This is an optimization exercise on Yosys and OpenROAD, whose aim is small area, a short achievable clock period and few clock cycles, not a production implementation.
Only simulation tests tie the RTL to the original design; equivalence was not proved.
Power and IR drop assume default switching activity.

`design/flow/run.sh`:
```
#!/bin/bash
# synth_recipe.tcl (not shown) runs the flow's synth.tcl, then flattens the netlist and writes it again
# the make line also repeats each setting of config.mk as NAME=value (left out here)
make -C /OpenROAD-flow-scripts/flow DESIGN_CONFIG=/design/flow/config.mk WORK_HOME=/design/flow/orfs CLKGATE_MAP_FILE= SYNTH_SCRIPT=/design/flow/synth_recipe.tcl finish
```
`design/flow/config.mk`:
```
export PLATFORM = sky130hd
export DESIGN_NAME = ipdc_window_engine
export DESIGN_NICKNAME = ipdc_window_engine
export VERILOG_FILES = /design/flow/design.v
export SDC_FILE = /design/flow/constraint.sdc
export NUM_CORES = 4
export LEC_CHECK = 0
export CAP_MARGIN = 20
export CORE_MARGIN = 2
export CORE_UTILIZATION = 40
export SLEW_MARGIN = 20
```
`design/flow/constraint.sdc`:
```
create_clock -name core_clock -period 5.5 [get_ports {i_clk}]
set_input_delay 1.1000 -clock core_clock [delete_from_list [all_inputs] [get_ports {i_clk}]]
set_output_delay 1.1000 -clock core_clock [all_outputs]
set_load 0.01 [all_outputs]
```
`design/flow/design.v`:
```
package ipdc_pkg;
  typedef enum logic [2:0] {
    OP_LOAD    = 3'b000,
    OP_RIGHT   = 3'b001,
    OP_DOWN    = 3'b010,
    OP_DEFAULT = 3'b011,
    OP_ZOOM    = 3'b100,
    OP_LEFT    = 3'b101,
    OP_UP      = 3'b110,
    OP_NOP     = 3'b111
  } ipdc_op_e;
  typedef enum logic [2:0] {
    S_IDLE,
    S_LOAD,
    S_UPDATE,
    S_NOP,
    S_DISP
  } ipdc_state_e;
  function automatic integer ipdc_width(input integer n);
    if (n > 1) ipdc_width = $clog2(n);
    else       ipdc_width = 1;
  endfunction
endpackage
import ipdc_pkg::*;
module ipdc_img_buf
#(
  parameter int unsigned DATA_W  = 24,
  parameter int unsigned IMG_DIM = 8
) (
  input  logic                                     i_clk,
  input  logic                                     i_we,
  input  logic [(((IMG_DIM*IMG_DIM) > 1) ? $clog2(IMG_DIM*IMG_DIM) : 1)-1:0]   i_waddr,
  input  logic [DATA_W-1:0]                        i_wdata,
  input  logic [(((IMG_DIM) > 1) ? $clog2(IMG_DIM) : 1)-1:0]           i_rd_row,
  input  logic [(((IMG_DIM) > 1) ? $clog2(IMG_DIM) : 1)-1:0]           i_rd_col,
  output logic [DATA_W-1:0]                        o_rd_data
);
  localparam int unsigned PIX_W = (((IMG_DIM*IMG_DIM) > 1) ? $clog2(IMG_DIM*IMG_DIM) : 1);
  logic [DATA_W-1:0] mem [IMG_DIM*IMG_DIM];
  logic [PIX_W-1:0]  rd_idx;
  always_ff @(posedge i_clk) begin
    if (i_we) mem[i_waddr] <= i_wdata;
  end
  assign rd_idx    = PIX_W'(int'(i_rd_row) * IMG_DIM + int'(i_rd_col));
  assign o_rd_data = mem[rd_idx];
endmodule
import ipdc_pkg::*;
module ipdc_window_engine
#(
  parameter int unsigned DATA_W  = 24,
  parameter int unsigned IMG_DIM = 8,
  parameter int unsigned WIN_DIM = 4
) (
  input  logic              i_clk,
  input  logic              i_rst,
  input  logic              i_op_valid,
  input  logic [2:0]        i_op_mode,
  input  logic              i_in_valid,
  input  logic [DATA_W-1:0] i_in_data,
  output logic              o_in_ready,
  input  logic              i_out_ready,
  output logic              o_out_valid,
  output logic [DATA_W-1:0] o_out_data
);
  localparam int unsigned COORD_W = (((IMG_DIM) > 1) ? $clog2(IMG_DIM) : 1);
  localparam int unsigned PIX_W   = (((IMG_DIM*IMG_DIM) > 1) ? $clog2(IMG_DIM*IMG_DIM) : 1);
  localparam int unsigned CNT_W   = (((WIN_DIM*WIN_DIM+1) > 1) ? $clog2(WIN_DIM*WIN_DIM+1) : 1);
  localparam int unsigned WIN_W   = (((WIN_DIM) > 1) ? $clog2(WIN_DIM) : 1);
  localparam logic [COORD_W-1:0] MAX_S1   = COORD_W'(IMG_DIM - WIN_DIM);
  localparam logic [COORD_W-1:0] MAX_S2   = COORD_W'(IMG_DIM - 2*WIN_DIM + 1);
  localparam logic [COORD_W-1:0] ZOOM_ORG = COORD_W'((IMG_DIM - WIN_DIM) / 2);
  localparam logic [PIX_W-1:0]   LAST_PIX = PIX_W'(IMG_DIM*IMG_DIM - 1);
  localparam logic [CNT_W-1:0]   LAST_WIN = CNT_W'(WIN_DIM*WIN_DIM - 1);
  localparam logic [WIN_W-1:0]   WIN_END  = WIN_W'(WIN_DIM - 1);
  ipdc_pkg::ipdc_state_e        state_q, state_nxt;
  logic [2:0]           op_q;
  logic [COORD_W-1:0]   row_q, col_q;
  logic                 stride_two_q;
  logic [PIX_W-1:0]     ld_idx_q;
  logic [CNT_W-1:0]     win_cnt_q;
  logic [WIN_W-1:0]     win_r_q, win_c_q, nxt_r, nxt_c;
  logic [COORD_W-1:0]   upd_row, upd_col, sh_max;
  logic                 upd_two;
  logic [COORD_W-1:0]   base_r, base_c, rd_row, rd_col;
  logic [WIN_W-1:0]     off_r, off_c;
  logic                 rd_two;
  logic [DATA_W-1:0]    rd_data;
  logic op_accept, ld_we, handshake, ld_last, win_last;
  assign op_accept = (state_q == S_IDLE) && i_op_valid;
  assign ld_we     = (state_q == S_LOAD) && i_in_valid && !i_rst;
  assign ld_last   = ld_idx_q == LAST_PIX;
  assign handshake = (state_q == S_DISP) && o_out_valid && i_out_ready;
  assign win_last  = win_cnt_q == LAST_WIN;
  ipdc_img_buf #(
    .DATA_W  (DATA_W),
    .IMG_DIM (IMG_DIM)
  ) u_img_buf (
    .i_clk     (i_clk),
    .i_we      (ld_we),
    .i_waddr   (ld_idx_q),
    .i_wdata   (i_in_data),
    .i_rd_row  (rd_row),
    .i_rd_col  (rd_col),
    .o_rd_data (rd_data)
  );
  always_comb begin
    upd_row = row_q;
    upd_col = col_q;
    upd_two = stride_two_q;
    sh_max  = stride_two_q ? MAX_S2 : MAX_S1;
    case (op_q)
      OP_RIGHT:   if (col_q < sh_max) upd_col = col_q + COORD_W'(1);
      OP_LEFT:    if (col_q != '0)    upd_col = col_q - COORD_W'(1);
      OP_DOWN:    if (row_q < sh_max) upd_row = row_q + COORD_W'(1);
      OP_UP:      if (row_q != '0)    upd_row = row_q - COORD_W'(1);
      OP_DEFAULT: begin
        upd_row = '0;
        upd_col = '0;
        upd_two = 1'b1;
      end
      OP_ZOOM: begin
        upd_row = ZOOM_ORG;
        upd_col = ZOOM_ORG;
        upd_two = 1'b0;
      end
      default: ;
    endcase
  end
  always_comb begin
    nxt_c = (win_c_q == WIN_END) ? '0 : win_c_q + WIN_W'(1);
    nxt_r = (win_c_q == WIN_END) ? win_r_q + WIN_W'(1) : win_r_q;
    if (state_q == S_UPDATE) begin
      base_r = upd_row;
      base_c = upd_col;
      rd_two = upd_two;
      off_r  = '0;
      off_c  = '0;
    end else begin
      base_r = row_q;
      base_c = col_q;
      rd_two = stride_two_q;
      off_r  = nxt_r;
      off_c  = nxt_c;
    end
    rd_row = base_r + (rd_two ? COORD_W'({off_r, 1'b0}) : COORD_W'(off_r));
    rd_col = base_c + (rd_two ? COORD_W'({off_c, 1'b0}) : COORD_W'(off_c));
  end
  always_ff @(posedge i_clk) begin
    if (i_rst) state_q <= S_IDLE;
    else       state_q <= state_nxt;
  end
  always_comb begin
    state_nxt = state_q;
    case (state_q)
      S_IDLE: begin
        if (i_op_valid) begin
          case (i_op_mode)
            OP_LOAD: state_nxt = S_LOAD;
            OP_NOP:  state_nxt = S_NOP;
            default: state_nxt = S_UPDATE;
          endcase
        end
      end
      S_LOAD:   if (i_in_valid && ld_last) state_nxt = S_IDLE;
      S_UPDATE: state_nxt = S_DISP;
      S_NOP:    state_nxt = S_IDLE;
      S_DISP:   if (handshake && win_last) state_nxt = S_IDLE;
      default:  state_nxt = S_IDLE;
    endcase
  end
  always_ff @(posedge i_clk) begin
    if (i_rst) begin
      o_in_ready   <= 1'b1;
      o_out_valid  <= 1'b0;
      o_out_data   <= '0;
      op_q         <= OP_NOP;
      row_q        <= '0;
      col_q        <= '0;
      stride_two_q <= 1'b1;
      ld_idx_q     <= '0;
      win_cnt_q    <= '0;
      win_r_q      <= '0;
      win_c_q      <= '0;
    end else begin
      o_in_ready <= (state_nxt == S_IDLE);
      if (op_accept) op_q <= i_op_mode;
      if (ld_we) ld_idx_q <= ld_last ? '0 : ld_idx_q + PIX_W'(1);
      if (state_q == S_UPDATE) begin
        row_q        <= upd_row;
        col_q        <= upd_col;
        stride_two_q <= upd_two;
        win_cnt_q    <= '0;
        win_r_q      <= '0;
        win_c_q      <= '0;
        o_out_valid  <= 1'b1;
        o_out_data   <= rd_data;
      end
      if (handshake) begin
        if (win_last) begin
          o_out_valid <= 1'b0;
        end else begin
          win_cnt_q  <= win_cnt_q + CNT_W'(1);
          win_r_q    <= nxt_r;
          win_c_q    <= nxt_c;
          o_out_data <= rd_data;
        end
      end
    end
  end
endmodule
```
==> reports/metrics.yaml <==
grt:
  track_usage: 0.203
  grt_pass1_wl_um: 228000
  grt_max_degree: 73
  grt-busiest-layer: "met2"
  met1_usage: 0.301
  grt_antenna_before_repair: 5
  grt_pass1_vias: 30200
  gr-usage-met3: 0.0412
  grt.overflow.total: 0
  use_met2: 0.304
timing:
  finalCriticalPeriod_ns: 5.29
  hold_viol_final: 0
  slew_viol_final: 0
  worst_slack_ns: 0.213
  fmax_mhz: 189
  fin_crit_sh: 0.961
  finalSetupTns_ns: 0
  slew_headroom: 0.379
  tightest_slew_ns: 0.932
  setup_viol: 0
  finClkSkew_ns: 0.0230
  rsz0062_at_grt: "no"
floorplanning:
  die_area_sq_um: 156000
  start_util: 0.403
  ios: 58
  die_w_um: 395
  core_area_sq_um: 152000
  die_y_um: 395
  num_rows: 143
cells_and_area:
  synthToLayoutAreaGrowth_pct: 14.8
  nFillCells: 12600
  nets: 3244
  post_route_cells_drive_above_1_share: 0.264
clocking:
  cts_setup_buffers: 0
  cts_made_buffers: 165
  ctsResizeCount: 0
  clk_latency_ns: 0.79
  clk_path_buf_depth: 3
  cts_tree: "yes"
  cts_sinks: 1590
  cts_hold_buf: 0
  htreeDepth: 4
  clk_root_buffer_cell: "clkbuf_16"
  clk_pin_slew_ns: 0.06
synthesis:
  syn_avg_cell_area_sq_um: 20.6
  synth_top_cell_by_area: "edfxtp_1"
  synthTopCellsByCount: "edfxtp_1, mux4_2, nand2_1"
  synthFlopType: "edfxtp_1"
  synth.top_cell.area_share: 0.753
  syn_area_sq_um: 61300
  synth.yosys.seq_area_share: 0.770
  synth_warnings: 2
  syn_inst: 2978
  async_reset_ff_frac: 0
  synth.distinct_cells: 63
  synth.net_count: 3025
  synth_edf_count: 1536
  synth.area.top_cells: "edfxtp_1, mux4_2, nand2_1"
  synth_most_common_cell: "edfxtp_1"
  ys_ff_latch: 1590
power_and_ir_drop:
  leakage_uw: 0.0215
  power_density_nw_per_um2: 362
  ir_worst_vdd_mv: 0.304
place:
  io_buffers: 57
  place_ws_ns: 0.0606
  hpwlAfterDp_um: 91800
  gp_congestion: 0.863
route:
  ant_nets: 0
  drt_iter0_markers: 4136
  viasPerCell: 5.77
  drt_drc_violations_left: 0
  wl_um: 159000
  drt-wirelength-per-cell_um: 29.7
  dr.pass1.iters: 5
  vias: 30900
worst_hold_path:
  hp-class: "flop to flop"
setup_path:
  setup.worst_path.class: "flop to flop"
  setup.worst_path.start_class: "flop"
  cp.arrival_ns: 5.93
  crit_path_max_fanout: 60
  required_ns: 6.14
  cp-end-kind: "flop"
status:
  outcome: "timing/DRC/antenna clean"
flow_run:
  drv_cap: 0
==> per-stage QoR <==
step / power (uW) / std cells / hold slack [ns] / instance area (sq um) / util
after floorplan: 14400 / 2978 / 0.410 / 61300 / -
after global placement: 15100 / 5060 / 0.423 / 65200 / 0.429
after detailed placement: 15100 / 5060 / 0.440 / 65200 / 0.429
after CTS: 25700 / 5358 / 0.451 / 70300 / 0.463
after global routing: 26200 / 5358 / 0.480 / 70400 / 0.463
final: 25500 / 5359 / 0.448 / 70400 / 0.463
==> where the power goes <==
group | internal, uW | switching, uW | total (uW) | leakage [uW]
Sequential | 13300 | 44.1 | 13300 | 0.0142
Combinational | 581 | 937 | 1520 | 0.00476
Clock | 6090 | 4540 | 10600 | 0.00249
Total | 20000 | 5520 | 25500 | 0.0215
==> state kept, by name, summed over array words and instances, names as in the netlist <==
register,flops
o_out_valid,1
win_r_q,2
o_out_data,24
state_q,3
u_img_buf.mem,1536
win_cnt_q,5
col_q,3
row_q,3
op_q,3
o_in_ready,1
stride_two_q,1
win_c_q,2
ld_idx_q,6
==> path summary, 6_finish.rpt <==
kind,from,to,slack [ns],cells past startpoint
setup reg to reg,col_q[1],o_out_data[17],0.21,18
hold reg to reg,win_cnt_q[4],win_cnt_q[4],0.45,2
hold / removal,win_cnt_q[4],win_cnt_q[4],0.45,2
setup / recovery,col_q[1],o_out_data[17],0.21,18
==> layer usage <==
metal	part of all wire	wire, um
met1	0.42	67200
met2	0.46	73300
met3	0.086	13700
met4	0.031	4860
met5	0.000082	13
==> cells in the final DEF, fill, tap and decap left out, drive strengths merged, types with 8 or more instances in the layout <==
cell type      instances
edfxtp              1536
mux2i                 58
dfxtp                 54
a32oi                 72
clkdlybuf4s50         33
clkbuf               223
clkinv                57
nand2                320
o21ai                 14
mux4                 386
inv                   21
bufinv                 8
nor2                 101
nor3                  13
nand4                 31
nor2b                 13
buf                  184
a31oi                 22
ha                    13
nand3                 72
a21oi                 19
==> area by class of cell <==
| class | count | area (sq um) | share of cell area |
|---|---|---|---|
| antenna | 1 | 2.50 | 0.0000356 |
| clock buffer | 223 | 4490 | 0.0638 |
| clock inverter | 75 | 626 | 0.00889 |
| inverter | 14 | 52.6 | 0.000747 |
| multi-input combinational | 1209 | 13600 | 0.193 |
| sequential | 1590 | 47200 | 0.671 |
| tap | 2030 | 2540 | 0.0361 |
| timing repair buffer | 217 | 1890 | 0.0269 |
==> worst max-delay path, stage by stage (launching register included) <==
cell	delay (ns)
dfxtp_1	0.34
or3b_1	0.43
a21oi_1	0.22
a21o_1	0.18
a21oi_1	0.07
o21ai_1	0.25
ha_4	0.17
inv_1	0.05
fa_4	0.51
a21boi_0	0.14
a211oi_1	0.33
buf_4	0.20
a211oi_2	0.06
nor2_4	0.31
buf_12	0.35
mux2i_1	0.53
a32oi_1	0.11
a32oi_1	0.64
nand2_1	0.10
==> cells by family (layout without fill, tap and decap cells) <==
family                   count (synthesis)  in the layout  share of synthesized area
XOR/XNOR                                 8              8                    0.00127
AO/OA/AOI/OAI                          159            159                     0.0200
buffers and inverters                  179            529                     0.0125
AND/OR/NAND/NOR                        582            582                     0.0412
multiplexers                           445            445                      0.151
other                                    0              1                          0
flip-flops                            1590           1590                      0.770
adder cells (fa/ha/maj)                 15             15                    0.00331
Testbench counts, summed over its fixed seeds: cycles 17,791.

[port drivers added, routing unchanged]
How much do the figures lean on ideal ports? The routed layout below was timed once more, with nothing changed but the port constraints.
Step 1: set_driving_cell puts a clkbuf_16 on i_clk and a buf_2 on each other input, an assumption about the parent block.
Step 2 also shifts input and output timing later by t, the mid clock arrival at the registers, as if the neighbouring blocks saw the same clock.
Slacks: ideal / step 1 / step 2; pairs: ideal / step 1.
shift t [ns]: 0.855
slack for setup (ns): 0.213 / 0.213 / 0.213
slew at the worst register clock pin (ns): 0.06 / 0.06
pins driven straight from the clock port: 1
After both steps this run still meets setup and hold. The setup slack of this run moves by 0.000 ns with the drivers and by 0.000 ns with both steps.
